This design comes from an exercise in tuning for small area on the open sky130 flow, not from production work. At most, simulation tests tie the RTL to the original design; equivalence was not proved. No activity file was given, so power comes from the tool's default toggle rates.

==> inputs of 11-21 <==
## regfile_sb
module regfile_sb (
  input  logic        clk,
  input  logic        rst,
  input  logic [9:0]  read_addr,
  output logic [63:0] read_data,
  output logic [1:0]  read_busy,
  input  logic        write,
  input  logic [4:0]  writereg,
  input  logic [31:0] writedata,
  input  logic        claim,
  input  logic [4:0]  claimreg,
  output logic [5:0]  busy_cnt
);
  localparam logic [31:0] SP_INIT = 32'(mips_pkg::RF_SP_INIT);
  localparam int          SP_REG  = mips_pkg::RF_SP_REG;
  logic [31:0] rf_q [1:31];
  logic [31:0] rf_n [1:31];
  logic [31:1] valid_q;
  logic [31:1] wdec;        
  logic [31:1] whold;       
  logic [31:1] cdec;        
  logic [31:1] busy;
  logic        wr_en;
  assign wr_en = write && (writereg != 5'd0);
  rf_dec2 u_wdec (.a(writereg), .en(write), .y(wdec), .yn(whold));
  rf_dec  u_cdec (.a(claimreg), .en(claim), .y(cdec));
  for (genvar i = 1; i < 32; i++) begin : g_word
    for (genvar b = 0; b < 32; b++) begin : g_bit
      rf_hold u_hold (
        .q (rf_q[i][b]),
        .h (whold[i]),
        .d (writedata[b]),
        .w (wdec[i]),
        .y (rf_n[i][b])
      );
    end
  end
  ...
==> module regfile_scoreboard, before the edit <==
module regfile_scoreboard (
  input  logic        clk,
  input  logic        rst,
  input  logic [31:1] set_dec,
  input  logic [31:1] clr_dec,
  input  logic [31:1] clr_hold,
  output logic [31:1] busy,
  output logic [5:0]  busy_cnt
);
  logic [31:1] busy_q, busy_d;
  logic [5:0]  cnt_q;
  logic        set_busy, clr_busy, same, inc, dec;
  assign busy_d = set_dec | (busy_q & clr_hold);
  assign set_busy = |(set_dec & busy_q);
  assign clr_busy = |(clr_dec & busy_q);
  assign same     = |(set_dec & clr_dec);
  assign inc      = |set_dec && !set_busy;
  assign dec      = clr_busy && !same;
  always_ff @(posedge clk or posedge rst) begin
    if (rst) begin
      busy_q <= '0;
      cnt_q  <= '0;
    end else begin
      busy_q <= busy_d;
      if (inc && !dec)      cnt_q <= cnt_q + 6'd1;
      else if (dec && !inc) cnt_q <= cnt_q - 6'd1;
    end
  end
  assign busy     = busy_q;
  assign busy_cnt = cnt_q;
endmodule
==> module regfile_sb, before the edit <==
module regfile_sb (
  input  logic        clk,
  input  logic        rst,
  input  logic [9:0]  read_addr,
  output logic [63:0] read_data,
  output logic [1:0]  read_busy,
  input  logic        write,
  input  logic [4:0]  writereg,
  input  logic [31:0] writedata,
  input  logic        claim,
  input  logic [4:0]  claimreg,
  output logic [5:0]  busy_cnt
);
  localparam logic [31:0] SP_INIT = 32'(mips_pkg::RF_SP_INIT);
  localparam int          SP_REG  = mips_pkg::RF_SP_REG;
  logic [31:0] rf_q [1:31];
  logic [31:0] rf_n [1:31];
  logic [31:1] valid_q;
  logic [31:1] wdec;        
  logic [31:1] whold;       
  logic [31:1] cdec;        
  logic [31:1] busy;
  logic        wr_en;
  assign wr_en = write && (writereg != 5'd0);
  rf_dec2 u_wdec (.a(writereg), .en(write), .y(wdec), .yn(whold));
  rf_dec  u_cdec (.a(claimreg), .en(claim), .y(cdec));
  for (genvar i = 1; i < 32; i++) begin : g_word
    for (genvar b = 0; b < 32; b++) begin : g_bit
      rf_hold u_hold (
        .q (rf_q[i][b]),
        .h (whold[i]),
        .d (writedata[b]),
        .w (wdec[i]),
        .y (rf_n[i][b])
      );
    end
  end
  always_ff @(posedge clk) begin
    for (int i = 1; i < 32; i++) begin
      rf_q[i] <= rf_n[i];
    end
  end
  always_ff @(posedge clk or posedge rst) begin
    if (rst) valid_q <= '0;
    else     valid_q <= valid_q | wdec;
  end
  regfile_scoreboard u_scoreboard (
    .clk      (clk),
    .rst      (rst),
    .set_dec  (cdec),
    .clr_dec  (wdec),
    .clr_hold (whold),
    .busy     (busy),
    .busy_cnt (busy_cnt)
  );
  for (genvar k = 0; k < 2; k++) begin : g_rd
    logic [4:0]  addr;
    logic        fwd;
    logic [31:1] vsel;      
    logic [32:0] sel;       
    logic        sp0;
    assign addr = read_addr[k*5 +: 5];
    assign fwd  = wr_en && !rst && (addr == writereg);
    rf_rdsel u_sel (.a(addr), .en(!fwd), .v(valid_q), .y(vsel), .sp0(sp0));
    assign sel = {sp0, fwd, vsel};
    for (genvar b = 0; b < 32; b++) begin : g_bit
      logic [31:0] d;
      for (genvar i = 1; i < 32; i++) begin : g_w
        assign d[i-1] = rf_q[i][b];
      end
      assign d[31] = writedata[b];
      rf_rdbit u_bit (
        .s ({sel[32] & SP_INIT[b], sel[31:0]}),
        .d ({1'b1, d}),
        .y (read_data[k*32 + b])
      );
    end
    assign read_busy[k] = busy[addr] && (addr != 5'd0) && !fwd;
  end
endmodule
==> module rf_rdbit, before the edit <==
module rf_rdbit (
  input  logic [32:0] s,
  input  logic [32:0] d,
  output logic        y
);
  logic [10:0] n;
  for (genvar j = 0; j < 11; j++) begin : g_t
    rf_aoi222 u_t (.a(s[3*j +: 3]), .b(d[3*j +: 3]), .y(n[j]));
  end
  assign y = !(&n[3:0]) | !(&n[7:4]) | !(&n[10:8]);
endmodule
export LEC_CHECK = 0
export CAP_MARGIN = 20
export CELL_PAD_IN_SITES_DETAIL_PLACEMENT = 1
export CELL_PAD_IN_SITES_GLOBAL_PLACEMENT = 2
export CORE_MARGIN = 2
export CORE_UTILIZATION = 35
export PLACE_DENSITY = 0.5
export SLEW_MARGIN = 20
export SYNTH_HIERARCHICAL = 1
create_clock -name core_clock -period 10.0 [get_ports {clk}]
standard.sh (not shown) runs the stock make flow with config.mk's settings and CLKGATE_MAP_FILE= SYNTH_SCRIPT=/design/flow/synth_recipe.tcl, a recipe that flattens the netlist after the stock synthesis.
==> flow/flow/run.sh <==
#!/bin/bash
# Standard layout, with small port buffers and no CTS dummy loads.
set -euo pipefail
bash standard.sh \
  "BUFFER_PORTS_ARGS=-buffer_cell sky130_fd_sc_hd__buf_1" \
  "CTS_ARGS=-sink_clustering_enable -repair_clock_nets -dont_use_dummy_load" \
  finish > standard.log 2>&1
==> 08-08 (differences from 11-21) <==
--- a/flow/design.v
+++ b/flow/design.v
@@ -13,17 +13,18 @@
   input  logic [31:1] set_dec,
   input  logic [31:1] clr_dec,
   input  logic [31:1] clr_hold,
+  input  logic        set_any,    
+  input  logic        same,       
   output logic [31:1] busy,
   output logic [5:0]  busy_cnt
 );
   logic [31:1] busy_q, busy_d;
   logic [5:0]  cnt_q;
-  logic        set_busy, clr_busy, same, inc, dec;
+  logic        set_busy, clr_busy, inc, dec;
   assign busy_d = set_dec | (busy_q & clr_hold);
-  assign set_busy = |(set_dec & busy_q);
-  assign clr_busy = |(clr_dec & busy_q);
-  assign same     = |(set_dec & clr_dec);
-  assign inc      = |set_dec && !set_busy;
+  rf_or31 u_set_busy (.s(set_dec), .d(busy_q), .y(set_busy));
+  rf_or31 u_clr_busy (.s(clr_dec), .d(busy_q), .y(clr_busy));
+  assign inc      = set_any && !set_busy;
   assign dec      = clr_busy && !same;
   always_ff @(posedge clk or posedge rst) begin
     if (rst) begin
@@ -37,6 +38,18 @@
   end
   assign busy     = busy_q;
   assign busy_cnt = cnt_q;
+endmodule
+module rf_or31 (
+  input  logic [31:1] s,
+  input  logic [31:1] d,
+  output logic        y
+);
+  logic [10:0] n;
+  for (genvar j = 0; j < 10; j++) begin : g_t
+    rf_aoi222 u_t (.a(s[3*j+1 +: 3]), .b(d[3*j+1 +: 3]), .y(n[j]));
+  end
+  assign n[10] = !(s[31] & d[31]);
+  assign y = !(&n[3:0]) | !(&n[7:4]) | !(&n[10:8]);
 endmodule
 module regfile_sb (
   input  logic        clk,
@@ -90,6 +103,8 @@
     .set_dec  (cdec),
     .clr_dec  (wdec),
     .clr_hold (whold),
+    .set_any  (claim && (claimreg != 5'd0)),
+    .same     (claim && write && (claimreg == writereg) && wr_en),
     .busy     (busy),
     .busy_cnt (busy_cnt)
   );
@@ -109,11 +124,20 @@
         assign d[i-1] = rf_q[i][b];
       end
       assign d[31] = writedata[b];
-      rf_rdbit u_bit (
-        .s ({sel[32] & SP_INIT[b], sel[31:0]}),
-        .d ({1'b1, d}),
-        .y (read_data[k*32 + b])
-      );
+      if (SP_INIT[b]) begin : g_sp
+        rf_rdbit_c u_bit (
+          .s (sel[31:0]),
+          .d (d),
+          .c (sel[32]),
+          .y (read_data[k*32 + b])
+        );
+      end else begin : g_nsp
+        rf_rdbit u_bit (
+          .s (sel[31:0]),
+          .d (d),
+          .y (read_data[k*32 + b])
+        );
+      end
     end
     assign read_busy[k] = busy[addr] && (addr != 5'd0) && !fwd;
   end
@@ -191,14 +215,50 @@
 );
   assign y = !((a[0] & b[0]) | (a[1] & b[1]) | (a[2] & b[2]));
 endmodule
+module rf_nand2 (
+  input  logic a,
+  input  logic b,
+  output logic y
+);
+  assign y = !(a & b);
+endmodule
+module rf_ornot12 (
+  input  logic [11:0] n,
+  output logic        y
+);
+  assign y = !(&n[3:0]) | !(&n[7:4]) | !(&n[11:8]);
+endmodule
+module rf_ornot12_c (
+  input  logic [11:0] n,
+  input  logic        c,
+  output logic        y
+);
+  assign y = !(&n[3:0]) | !(&n[7:4]) | !(&n[11:8]) | c;
+endmodule
 module rf_rdbit (
-  input  logic [32:0] s,
-  input  logic [32:0] d,
-  output logic        y
-);
-  logic [10:0] n;
-  for (genvar j = 0; j < 11; j++) begin : g_t
+  input  logic [31:0] s,
+  input  logic [31:0] d,
+  output logic        y
+);
+  logic [11:0] n;
+  for (genvar j = 0; j < 10; j++) begin : g_t
     rf_aoi222 u_t (.a(s[3*j +: 3]), .b(d[3*j +: 3]), .y(n[j]));
   end
-  assign y = !(&n[3:0]) | !(&n[7:4]) | !(&n[10:8]);
-endmodule
+  rf_nand2 u_t10 (.a(s[30]), .b(d[30]), .y(n[10]));
+  rf_nand2 u_t11 (.a(s[31]), .b(d[31]), .y(n[11]));
+  rf_ornot12 u_or (.n(n), .y(y));
+endmodule
+module rf_rdbit_c (
+  input  logic [31:0] s,
+  input  logic [31:0] d,
+  input  logic        c,
+  output logic        y
+);
+  logic [11:0] n;
+  for (genvar j = 0; j < 10; j++) begin : g_t
+    rf_aoi222 u_t (.a(s[3*j +: 3]), .b(d[3*j +: 3]), .y(n[j]));
+  end
+  rf_nand2 u_t10 (.a(s[30]), .b(d[30]), .y(n[10]));
+  rf_nand2 u_t11 (.a(s[31]), .b(d[31]), .y(n[11]));
+  rf_ornot12_c u_or (.n(n), .c(c), .y(y));
+endmodule
==> flow/flow/run.sh (replaced) <==
#!/bin/bash
# Standard layout (bash standard.sh), with three changes: port buffers are
# buf_1, the clock tree uses clkbuf_4 with sink clusters of at most 10 sinks
# within 40 um, and CTS inserts no dummy loads.
set -euo pipefail
bash standard.sh \
  "BUFFER_PORTS_ARGS=-buffer_cell sky130_fd_sc_hd__buf_1" \
  "CTS_ARGS=-sink_clustering_enable -repair_clock_nets -dont_use_dummy_load -buf_list sky130_fd_sc_hd__clkbuf_4 -sink_clustering_size 10 -sink_clustering_max_diameter 40" \
  finish > standard.log 2>&1
- PLACE_DENSITY: 0.5 -> 0.6
==> 12-02 (differences from 11-21) <==
--- a/flow/design.v
+++ b/flow/design.v
@@ -13,17 +13,18 @@
   input  logic [31:1] set_dec,
   input  logic [31:1] clr_dec,
   input  logic [31:1] clr_hold,
+  input  logic        set_any,    
+  input  logic        same,       
   output logic [31:1] busy,
   output logic [5:0]  busy_cnt
 );
   logic [31:1] busy_q, busy_d;
   logic [5:0]  cnt_q;
-  logic        set_busy, clr_busy, same, inc, dec;
+  logic        set_busy, clr_busy, inc, dec;
   assign busy_d = set_dec | (busy_q & clr_hold);
-  assign set_busy = |(set_dec & busy_q);
-  assign clr_busy = |(clr_dec & busy_q);
-  assign same     = |(set_dec & clr_dec);
-  assign inc      = |set_dec && !set_busy;
+  rf_or31 u_set_busy (.s(set_dec), .d(busy_q), .y(set_busy));
+  rf_or31 u_clr_busy (.s(clr_dec), .d(busy_q), .y(clr_busy));
+  assign inc      = set_any && !set_busy;
   assign dec      = clr_busy && !same;
   always_ff @(posedge clk or posedge rst) begin
     if (rst) begin
@@ -37,6 +38,18 @@
   end
   assign busy     = busy_q;
   assign busy_cnt = cnt_q;
+endmodule
+module rf_or31 (
+  input  logic [31:1] s,
+  input  logic [31:1] d,
+  output logic        y
+);
+  logic [10:0] n;
+  for (genvar j = 0; j < 10; j++) begin : g_t
+    rf_aoi222 u_t (.a(s[3*j+1 +: 3]), .b(d[3*j+1 +: 3]), .y(n[j]));
+  end
+  assign n[10] = !(s[31] & d[31]);
+  assign y = !(&n[3:0]) | !(&n[7:4]) | !(&n[10:8]);
 endmodule
 module regfile_sb (
   input  logic        clk,
@@ -90,6 +103,8 @@
     .set_dec  (cdec),
     .clr_dec  (wdec),
     .clr_hold (whold),
+    .set_any  (claim && (claimreg != 5'd0)),
+    .same     (claim && write && (claimreg == writereg) && wr_en),
     .busy     (busy),
     .busy_cnt (busy_cnt)
   );
@@ -109,11 +124,20 @@
         assign d[i-1] = rf_q[i][b];
       end
       assign d[31] = writedata[b];
-      rf_rdbit u_bit (
-        .s ({sel[32] & SP_INIT[b], sel[31:0]}),
-        .d ({1'b1, d}),
-        .y (read_data[k*32 + b])
-      );
+      if (SP_INIT[b]) begin : g_sp
+        rf_rdbit_c u_bit (
+          .s (sel[31:0]),
+          .d (d),
+          .c (sel[32]),
+          .y (read_data[k*32 + b])
+        );
+      end else begin : g_nsp
+        rf_rdbit u_bit (
+          .s (sel[31:0]),
+          .d (d),
+          .y (read_data[k*32 + b])
+        );
+      end
     end
     assign read_busy[k] = busy[addr] && (addr != 5'd0) && !fwd;
   end
@@ -191,14 +215,50 @@
 );
   assign y = !((a[0] & b[0]) | (a[1] & b[1]) | (a[2] & b[2]));
 endmodule
+module rf_nand2 (
+  input  logic a,
+  input  logic b,
+  output logic y
+);
+  assign y = !(a & b);
+endmodule
+module rf_ornot12 (
+  input  logic [11:0] n,
+  output logic        y
+);
+  assign y = !(&n[3:0]) | !(&n[7:4]) | !(&n[11:8]);
+endmodule
+module rf_ornot12_c (
+  input  logic [11:0] n,
+  input  logic        c,
+  output logic        y
+);
+  assign y = !(&n[3:0]) | !(&n[7:4]) | !(&n[11:8]) | c;
+endmodule
 module rf_rdbit (
-  input  logic [32:0] s,
-  input  logic [32:0] d,
-  output logic        y
-);
-  logic [10:0] n;
-  for (genvar j = 0; j < 11; j++) begin : g_t
+  input  logic [31:0] s,
+  input  logic [31:0] d,
+  output logic        y
+);
+  logic [11:0] n;
+  for (genvar j = 0; j < 10; j++) begin : g_t
     rf_aoi222 u_t (.a(s[3*j +: 3]), .b(d[3*j +: 3]), .y(n[j]));
   end
-  assign y = !(&n[3:0]) | !(&n[7:4]) | !(&n[10:8]);
-endmodule
+  rf_nand2 u_t10 (.a(s[30]), .b(d[30]), .y(n[10]));
+  rf_nand2 u_t11 (.a(s[31]), .b(d[31]), .y(n[11]));
+  rf_ornot12 u_or (.n(n), .y(y));
+endmodule
+module rf_rdbit_c (
+  input  logic [31:0] s,
+  input  logic [31:0] d,
+  input  logic        c,
+  output logic        y
+);
+  logic [11:0] n;
+  for (genvar j = 0; j < 10; j++) begin : g_t
+    rf_aoi222 u_t (.a(s[3*j +: 3]), .b(d[3*j +: 3]), .y(n[j]));
+  end
+  rf_nand2 u_t10 (.a(s[30]), .b(d[30]), .y(n[10]));
+  rf_nand2 u_t11 (.a(s[31]), .b(d[31]), .y(n[11]));
+  rf_ornot12_c u_or (.n(n), .c(c), .y(y));
+endmodule
==> flow/flow/run.sh (replaced) <==
#!/bin/bash
# Standard layout (bash standard.sh), with three changes: port buffers are
# buf_1, the clock tree uses clkbuf_4 with sink clusters of at most 10 sinks
# within 40 um, and CTS inserts no dummy loads.
set -euo pipefail
bash standard.sh \
  "BUFFER_PORTS_ARGS=-buffer_cell sky130_fd_sc_hd__buf_1" \
  "CTS_ARGS=-sink_clustering_enable -repair_clock_nets -dont_use_dummy_load -buf_list sky130_fd_sc_hd__clkbuf_4 -sink_clustering_size 10 -sink_clustering_max_diameter 40" \
  finish > standard.log 2>&1
- PLACE_DENSITY: 0.5 -> 0.8
==> qor summary <==
                                                                08-08           11-21           12-02
Fraction of the mapped netlist area in compound gates           37.4%           39.0%           37.4%
Initial Util                                                    35.2%           35.3%           35.2%
Area of the die                                            123000 µm²      124000 µm²      123000 µm²
Comb pwr                                                      1.66 mW         1.68 mW         1.62 mW
Post-place setup slack                                        1.46 ns         1.67 ns         1.73 ns
Logic gate share of total power                                 16.8%           14.8%           16.8%
Aggregate global-route resource usage                           37.6%           38.4%           32.9%
Adder-cell share of the synthesized area                       0.315%          0.314%          0.315%
Clock latency at the later pin of the worst-skew pair         1.18 ns         0.73 ns         1.17 ns
Timing endpoint of the critical path                    read_data[20]   read_data[13]   read_data[27]
Routability-driven placement congestion ratio                   0.922           0.895           0.900
Final worst setup slack                                       1.24 ns         1.44 ns         1.14 ns
Antenna diode count                                                41              12              19
Number of levels in the clock H-tree                                4               3               4
Period utilization                                              87.6%           85.6%           88.6%
Worst Min Path Start                                       valid_q[1]     valid_q[10]     valid_q[10]
Power in the clock group                                      2.35 mW         3.79 mW         2.16 mW
Sw Pwr                                                        3.08 mW         3.26 mW         2.94 mW
Share of post-route cells with drive strength above 1           12.5%           11.2%           11.4%
Final Power                                                   9.85 mW         11.3 mW         9.61 mW
Slew margin rel.                                                15.4%           12.7%           17.9%
Met1 wire length                                              93.1 mm         94.5 mm         80.3 mm
Outcome                                                finished clean  finished clean  finished clean
Internal power of the cells                                   6.78 mW         8.08 mW         6.67 mW
Share of the yosys chip area belonging to registers             51.2%           51.0%           51.2%
GR met2 Demand/Resource                                         56.1%           57.7%           48.4%
Only the layout flow was run in 11-21; the RTL was not checked for function there.

-- static timing again, ports no longer ideal --
In the flow no input, the clock included, has a driving cell. The finished layouts below were timed again as built, in two steps.
Step 1 sets driving cells, clkbuf_16 on the clock port and buf_2 on the other inputs (assumed; they add their load-dependent delay and slew).
Step 2, shift: input delay + t, output delay - t, t = (earliest + latest rising clock arrival at the registers) / 2. This alone moves slack from input paths to output paths.
a / b / c = ideal / step 1 / step 2; a / b = the first two.
run | t (ns) | setup slack, ns | clock arrival spread, ns | slew at the worst register clock pin (ns) | worst slew at a driven data input, ns
11-21 | 0.811 | 1.440 / 1.411 / 1.411 | 0.097 / 0.098 | 0.06 / 0.06 | 0.07
08-08 | 1.243 | 1.241 / 1.215 / 1.215 | 0.134 / 0.134 | 0.12 / 0.12 | 0.09
12-02 | 1.192 | 1.144 / 1.119 / 1.119 | 0.136 / 0.136 | 0.12 / 0.12 | 0.08
After both steps every run listed still meets setup and hold. The setup slack of 11-21, which loses most, moves by -0.029 ns with the drivers and by -0.029 ns with both steps.
